This design comes from an exercise in tuning for small area, a short achievable clock period and few clock cycles per item on the open sky130 flow, not from production work. In this exercise RTL edits were held to simulation tests only and were not proved equivalent to the original. No activity file was given, so power comes from the tool's default toggle rates.

==> design.v <==
`timescale 1ns/1ps
module kmeans_top (
  input  logic        clk,
  input  logic        rst_n,
  input  logic        in_valid,
  input  logic [15:0] in_data,
  output logic        out_valid,
  output logic [15:0] out_data
);
  localparam int L  = 4;        
  localparam int T  = 64 / L;       
  localparam int K  = 2;        
  localparam int D  = 8 / K;        
  localparam logic [2:0] S_IDLE   = 3'd0;
  localparam logic [2:0] S_LOAD   = 3'd1;
  localparam logic [2:0] S_WAIT   = 3'd2;
  localparam logic [2:0] S_DIV    = 3'd3;
  localparam logic [2:0] S_STREAM = 3'd4;
  localparam logic [2:0] S_OUT    = 3'd5;
  logic [2:0]  st;
  logic [6:0]  cnt;
  logic        ld_v;
  logic        chg_q;
  logic [15:0] ring [64];
  logic [7:0]  cx [4];
  logic [7:0]  cy [4];
  logic [13:0] sx [4];
  logic [13:0] sy [4];
  logic [6:0]  n  [4];
  logic [1:0]  a_q [L];
  logic [L-1:0] v2;
  logic [L-1:0] v1;
  always_ff @(posedge clk) begin
    ring[0] <= in_valid ? in_data : ring[63];
    for (int i = 1; i < 64; i++) ring[i] <= ring[i-1];
  end
  function automatic logic [8:0] mdist(input logic [15:0] p, input logic [7:0] x, input logic [7:0] y);
    logic [7:0] dx, dy;
    dx = (p[15:8] > x) ? p[15:8] - x : x - p[15:8];
    dy = (p[7:0] > y) ? p[7:0] - y : y - p[7:0];
    mdist = {1'b0, dx} + {1'b0, dy};
  endfunction
  always_comb begin
    v1 = '0;
    if (st == S_STREAM) v1 = '1;
    v1[0] = v1[0] | ld_v;
  end
  for (genvar j = 0; j < L; j++) begin : g_lane
    logic [15:0] p;
    logic [8:0]  d0, d1, d2, d3, m01, m23;
    logic        b01, b23, b;
    assign p   = ring[j*T];
    assign d0  = mdist(p, cx[0], cy[0]);
    assign d1  = mdist(p, cx[1], cy[1]);
    assign d2  = mdist(p, cx[2], cy[2]);
    assign d3  = mdist(p, cx[3], cy[3]);
    assign b01 = d1 < d0;
    assign b23 = d3 < d2;
    assign m01 = b01 ? d1 : d0;
    assign m23 = b23 ? d3 : d2;
    assign b   = m23 < m01;
    always_ff @(posedge clk) begin
      a_q[j] <= b ? {1'b1, b23} : {1'b0, b01};
    end
  end
  always_ff @(posedge clk) begin
    if (!rst_n) v2 <= '0;
    else        v2 <= v1;
  end
  logic [13:0] incx [4];
  logic [13:0] incy [4];
  logic [6:0]  incn [4];
  always_comb begin
    for (int k = 0; k < 4; k++) begin
      incx[k] = '0;
      incy[k] = '0;
      incn[k] = '0;
      for (int j = 0; j < L; j++) begin
        if (v2[j] && a_q[j] == k[1:0]) begin
          incx[k] = incx[k] + {6'd0, ring[(j*T+1) % 64][15:8]};
          incy[k] = incy[k] + {6'd0, ring[(j*T+1) % 64][7:0]};
          incn[k] = incn[k] + 7'd1;
        end
      end
    end
  end
  function automatic logic [13:0] divk(input logic [13:0] z, input logic [6:0] dv);
    logic [13:0] r;
    logic [6:0]  t;
    r = z;
    for (int s = 0; s < K; s++) begin
      t = {r[13:8], r[7]};
      if (t >= dv) begin
        t = t - dv;
        r = {t[5:0], r[6:0], 1'b1};
      end else begin
        r = {t[5:0], r[6:0], 1'b0};
      end
    end
    divk = r;
  endfunction
  logic [13:0] qx [4];
  logic [13:0] qy [4];
  logic        div_last;
  logic        changed;
  always_comb begin
    for (int k = 0; k < 4; k++) begin
      qx[k] = divk(sx[k], n[k]);
      qy[k] = divk(sy[k], n[k]);
    end
  end
  assign div_last = (st == S_DIV) && (cnt == 7'(D - 1));
  always_comb begin
    changed = 1'b0;
    for (int k = 0; k < 4; k++) begin
      if (n[k] != 7'd0 && (qx[k][7:0] != cx[k] || qy[k][7:0] != cy[k])) changed = 1'b1;
    end
  end
  always_ff @(posedge clk) begin
    for (int k = 0; k < 4; k++) begin
      if (st == S_IDLE || div_last) begin
        sx[k] <= '0;
        sy[k] <= '0;
        n[k]  <= '0;
      end else if (st == S_DIV) begin
        sx[k] <= qx[k];
        sy[k] <= qy[k];
      end else begin
        sx[k] <= sx[k] + incx[k];
        sy[k] <= sy[k] + incy[k];
        n[k]  <= n[k] + incn[k];
      end
    end
  end
  always_ff @(posedge clk) begin
    for (int k = 0; k < 4; k++) begin
      if (st == S_LOAD && cnt == 7'd4) begin
        cx[k] <= ring[3-k][15:8];
        cy[k] <= ring[3-k][7:0];
      end else if (div_last && n[k] != 7'd0) begin
        cx[k] <= qx[k][7:0];
        cy[k] <= qy[k][7:0];
      end
    end
  end
  always_ff @(posedge clk) begin
    if (!rst_n) begin
      st        <= S_IDLE;
      cnt       <= '0;
      ld_v      <= 1'b0;
      chg_q     <= 1'b0;
      out_valid <= 1'b0;
    end else begin
      ld_v      <= (st == S_LOAD) && (cnt >= 7'd4);
      out_valid <= 1'b0;
      case (st)
        S_IDLE: begin
          cnt <= 7'd1;
          if (in_valid) st <= S_LOAD;
        end
        S_LOAD: begin
          cnt <= cnt + 7'd1;
          if (cnt == 7'd67) begin
            st  <= S_WAIT;
            cnt <= 7'd0;
          end
        end
        S_WAIT: begin
          cnt <= cnt + 7'd1;
          if (cnt == 7'd1) begin
            st  <= S_DIV;
            cnt <= 7'd0;
          end
        end
        S_DIV: begin
          cnt <= cnt + 7'd1;
          if (div_last) begin
            st    <= S_STREAM;
            cnt   <= 7'd0;
            chg_q <= changed;
          end
        end
        S_STREAM: begin
          cnt <= cnt + 7'd1;
          if (cnt == 7'd0 && !chg_q) begin
            st        <= S_OUT;
            cnt       <= 7'd1;
            out_valid <= 1'b1;
          end else if (cnt == 7'(T - 1)) begin
            st  <= S_WAIT;
            cnt <= 7'd1;
          end
        end
        S_OUT: begin
          cnt       <= cnt + 7'd1;
          out_valid <= 1'b1;
          if (cnt == 7'd3) st <= S_IDLE;
        end
        default: st <= S_IDLE;
      endcase
    end
  end
  always_ff @(posedge clk) begin
    if (!rst_n) out_data <= '0;
    else if (st == S_STREAM) out_data <= {cx[0], cy[0]};
    else out_data <= {cx[cnt[1:0]], cy[cnt[1:0]]};
  end
endmodule
==> run.sh <==
#!/bin/bash
# synth_recipe.tcl (not shown) runs the flow's synth.tcl, then flattens the netlist and writes it again
# the make line also repeats each setting of config.mk as NAME=value (left out here)
make -C /OpenROAD-flow-scripts/flow DESIGN_CONFIG=/design/flow/config.mk WORK_HOME=/design/flow/orfs CLKGATE_MAP_FILE= SYNTH_SCRIPT=/design/flow/synth_recipe.tcl finish
==> config.mk <==
export PLATFORM = sky130hd
export DESIGN_NAME = kmeans_top
export DESIGN_NICKNAME = kmeans_top
export VERILOG_FILES = /design/flow/design.v
export SDC_FILE = /design/flow/constraint.sdc
export NUM_CORES = 4
export LEC_CHECK = 0
export CAP_MARGIN = 20
export CORE_MARGIN = 2
export CORE_UTILIZATION = 40
export SLEW_MARGIN = 20
==> constraint.sdc <==
create_clock -name core_clock -period 25.0 [get_ports {clk}]
set_input_delay 5.0000 -clock core_clock [delete_from_list [all_inputs] [get_ports {clk}]]
set_output_delay 5.0000 -clock core_clock [all_outputs]
set_load 0.01 [all_outputs]
==> flow_metrics.env <==
export IMPL_r2r_cells=28
export IMPL_coreArea_um2=192000
export IMPL_cp_slowest_stage_delay_ns=0.80
export IMPL_crit_fanout=16
export IMPL_drc=0
export IMPL_intPower_mw=4.34
export IMPL_worstMarginPinSlew_ns=1.17
export IMPL_hold_path_cell_count=0
export IMPL_syn_area_um2=77400
export IMPL_synthArstFlopShare_pct=0
export IMPL_fp_dieW_um=444
export IMPL_powerDensity_nw_per_um2=79.4
export IMPL_cp_required_ns=25.69
export IMPL_startpoint="cy[3][1]"
export IMPL_cts_max_level=4
export IMPL_ys_warnings_count=13
export IMPL_cts_sinks=1267
export IMPL_rsz0062_at_grt="no"
export IMPL_fp_dieH_um=444
export IMPL_p_sw_mw=2.50
export IMPL_clock_latency_ns=0.83
export IMPL_syn_area_per_cell_um2=9.50
export IMPL_area_growth_syn_to_layout_pct=11.3
export IMPL_seqPwrFrac_pct=33.2
export IMPL_min_delay_start="ring[5][10]"
export IMPL_synth_cells=8149
export IMPL_status="no timing/DRC/antenna violations"
export IMPL_setup_tns_final_ns=0
export IMPL_cts_root_buf="clkbuf_16"
export IMPL_cts_tree="yes"
export IMPL_hold_viol=0
export IMPL_worst_setup_path_end_kind="flip-flop"
export IMPL_vias=62289
export IMPL_grt_use_total_pct=28.2
export IMPL_yosysTopAreaCell="dfxtp_1"
export IMPL_path_clk_slew_ns=0.07
export IMPL_r2r_end="a_q[3][0]"
export IMPL_grt_pass1_wl_um=406000
export IMPL_gp_congestion=1.04
export IMPL_nets=9557
export IMPL_start_kind="flip-flop"
export IMPL_initial_utilization_pct=40.2
export IMPL_ant_nets=0
export IMPL_cts_resized=0
export IMPL_io_pins=36
export IMPL_relSlewSlack_pct=21.7
export IMPL_synthFlopType="dfxtp_1"
export IMPL_worstSetupPathType="reg -> reg"
export IMPL_worstPathArrival_ns=8.85
export IMPL_combPwrFrac_pct=36.2
export IMPL_cp_slowest_cell="edfxtp_1"
export IMPL_holdBufCountCts=0
export IMPL_setup_viol=0
export IMPL_drt_pass1_iter_count=7
export IMPL_r2r_slack_ns=16.84
export IMPL_fp_dieArea_um2=197000
export IMPL_r2r_start="cy[3][1]"
export IMPL_numPortBuffers=35
export IMPL_layout_common_cells="dfxtp_1, ha_1, a21oi_1"
export IMPL_p_clk_share_pct=30.7
export IMPL_synthTopCellsByArea="dfxtp_1, ha_1, xnor2_1, a21oi_1, mux2_2"
export IMPL_drv_slew=0
export IMPL_postCtsSetupRepairBufs=0
export IMPL_grt_antenna_before_repair=31
export IMPL_hold_path_endpoint="ring[6][10]"
export IMPL_routedWlPerCell_um=26.1
export IMPL_synth_edf_count=64
export IMPL_leakagePower_nw=38.4
export IMPL_std_cell_rows=161
export IMPL_clock_fmax_mhz=123
export IMPL_dp_hpwl_um=221000
export IMPL_grt_pass1_vias=59648
export IMPL_wirelength_um=286000
export IMPL_drt_iter0_drc=5642
export IMPL_drive_gt1_share_pct=8.76
export IMPL_via_per_inst=5.69
export IMPL_yosysTopAreaCellShare_pct=31.1
export IMPL_grt_overflow_total=0
export IMPL_grt_max_degree=73
export IMPL_switching_share_pct=36.6
export IMPL_cap_viol_max_count=0
export IMPL_final_setup_skew_ns=0.0504
export IMPL_cts_buffers_inserted=134
export IMPL_seq_area_frac_synth_pct=33.6
export IMPL_synth_seq_cells=1267
export IMPL_clock_path_buffers=3
export IMPL_min_path_type="reg -> reg"
export IMPL_fin_hold_ws_ns=0.289
export IMPL_final_common_cell="dfxtp_1"
export IMPL_period_share_pct=32.6
export IMPL_peakVddDrop_mv=0.130
export IMPL_finalCriticalPeriod_ns=8.16
export IMPL_total_power_mw=6.84
export IMPL_yosysUniqueCellTypes=101
Yosys cell counts (all sizes together) (38+ instances only):
cell type and instances:
a211oi 132, a21o 212, a21oi 619, a31oi 57, and2 63, buf 46, clkbuf 135, dfxtp 1203
edfxtp 64, fa 132, ha 1113, inv 567, mux2 249, mux2i 177, nand2 532, nand2b 62
nand3 91, nand4 87, nor2 520, nor2b 116, nor3 109, o211ai 38, o21a 112, o21ai 468
o21bai 77, xnor2 416, xor2 219
critical path: cells and delay by family, from the launching register on:
| kind | cells | cell delay, ns |
|---|---|---|
| fa+ha+maj | 4 | 1.50 |
| mux | 2 | 0.76 |
| flops | 1 | 0.80 |
| simple gates | 7 | 0.94 |
| buf+inv | 1 | 0.54 |
| xor+xnor | 1 | 0.22 |
| compound gates | 13 | 3.25 |
layer usage:
metal / track usage, % / up-vias / share of wire, % / wire (um)
li1: - / 29218 / - / -
met1: 35.9 / 29887 / 42 / 120000
met2: 43.8 / 2473 / 43 / 124000
met3: 5.70 / 701 / 7.9 / 22600
met4: 17.4 / 10 / 6.8 / 19300
met5: 0 / - / 0.024 / 69
power groups by stage:
stage | clock [mW] | combinational, mW | sequential [mW]
floorplan | 0 | 1.74 | 2.24
global placement | 0 | 2.39 | 2.31
finish | 2.10 | 2.48 | 2.27
global route | 2.22 | 2.73 | 2.27
detailed placement | 0 | 2.42 | 2.31
CTS | 2.15 | 2.44 | 2.26
how the worst max path moves through the flow:
stage / end / slack [ns] / cells after the start
2_1_floorplan: a_q[1][0] / 18.07 / 28
3_3_place_gp: a_q[3][0] / 16.89 / 28
3_5_place_dp: a_q[0][0] / 16.91 / 26
4_1_cts: a_q[0][0] / 16.91 / 26
5_1_grt: a_q[1][0] / 16.34 / 27
6_report: a_q[3][0] / 16.84 / 28
per-stage QoR:
| stage | std cells | utilization [%] | worst slack [ns] | area (um^2) |
|---|---|---|---|---|
| after global placement | 10682 | 42.3 | 16.89 | 81400 |
| after global routing | 10927 | 44.8 | 16.34 | 86100 |
| after detailed placement | 10682 | 42.3 | 16.91 | 81400 |
| after CTS | 10926 | 44.8 | 16.91 | 86100 |
| final | 10945 | 44.8 | 16.84 | 86200 |
| after floorplan | 8152 | - | 18.07 | 77400 |
state kept, by name, indices dropped and copies added, names as in the netlist:
| register | cells |
|---|---|
| v2 | 2 |
| ld_v | 1 |
| out_data | 16 |
| st | 3 |
| cx | 32 |
| ring | 1024 |
| a_q | 8 |
| sx | 56 |
| chg_q | 1 |
| sy | 56 |
| cy | 32 |
| out_valid | 1 |
| cnt | 7 |
| n | 28 |
logic make-up after synthesis:
family,after synthesis,share of synthesized area [%]
XOR/XNOR,635,7.18
multiplexers,426,5.93
buffers and inverters,750,3.72
adder cells (fa/ha/maj),1260,21.6
AND/OR/NAND/NOR,1764,10.8
AO/OA/AOI/OAI,2046,17.2
other,1,0.00484
flip-flops,1267,33.6
area by class of cell:
cell class	instances	area, um^2
Clock buffer	173	3790
Multi-Input combinational cell	6135	48700
Inverter	569	2140
Tap cell	2526	3160
Fill cell	18412	106000
Clock inverter	71	890
Antenna cell	18	45.0
Timing Repair Buffer	186	1480
Sequential cell	1267	26000
Testbench counts, summed over its fixed seeds: cycles 23,265, jobs 144.

[re-timing with driven ports]
In the flow no input, the clock included, has a driving cell. The finished layout below was timed again as built, in two steps. Step 1 assumes that a clkbuf_16 drives the clock port and a buf_2 every other input. Step 2 times the ports against the registers' clock, not the clock port: input delays grow and output delays shrink by t, the midpoint of the rising clock arrivals with the driver on. Slacks: ideal ports / drivers / drivers and shift; pairs: ideal ports / drivers.
t, ns: 0.891
slack for setup (ns): 16.840 / 16.840 / 16.840
hold slack, ns: 0.289 / 0.289 / 0.289
clock arrival spread, ns: 0.051 / 0.051
worst slew at a driven data input, ns: 0.06
After both steps setup and hold are still met in this run. The setup slack of this run moves by 0.000 ns with the drivers and by 0.000 ns with both steps.
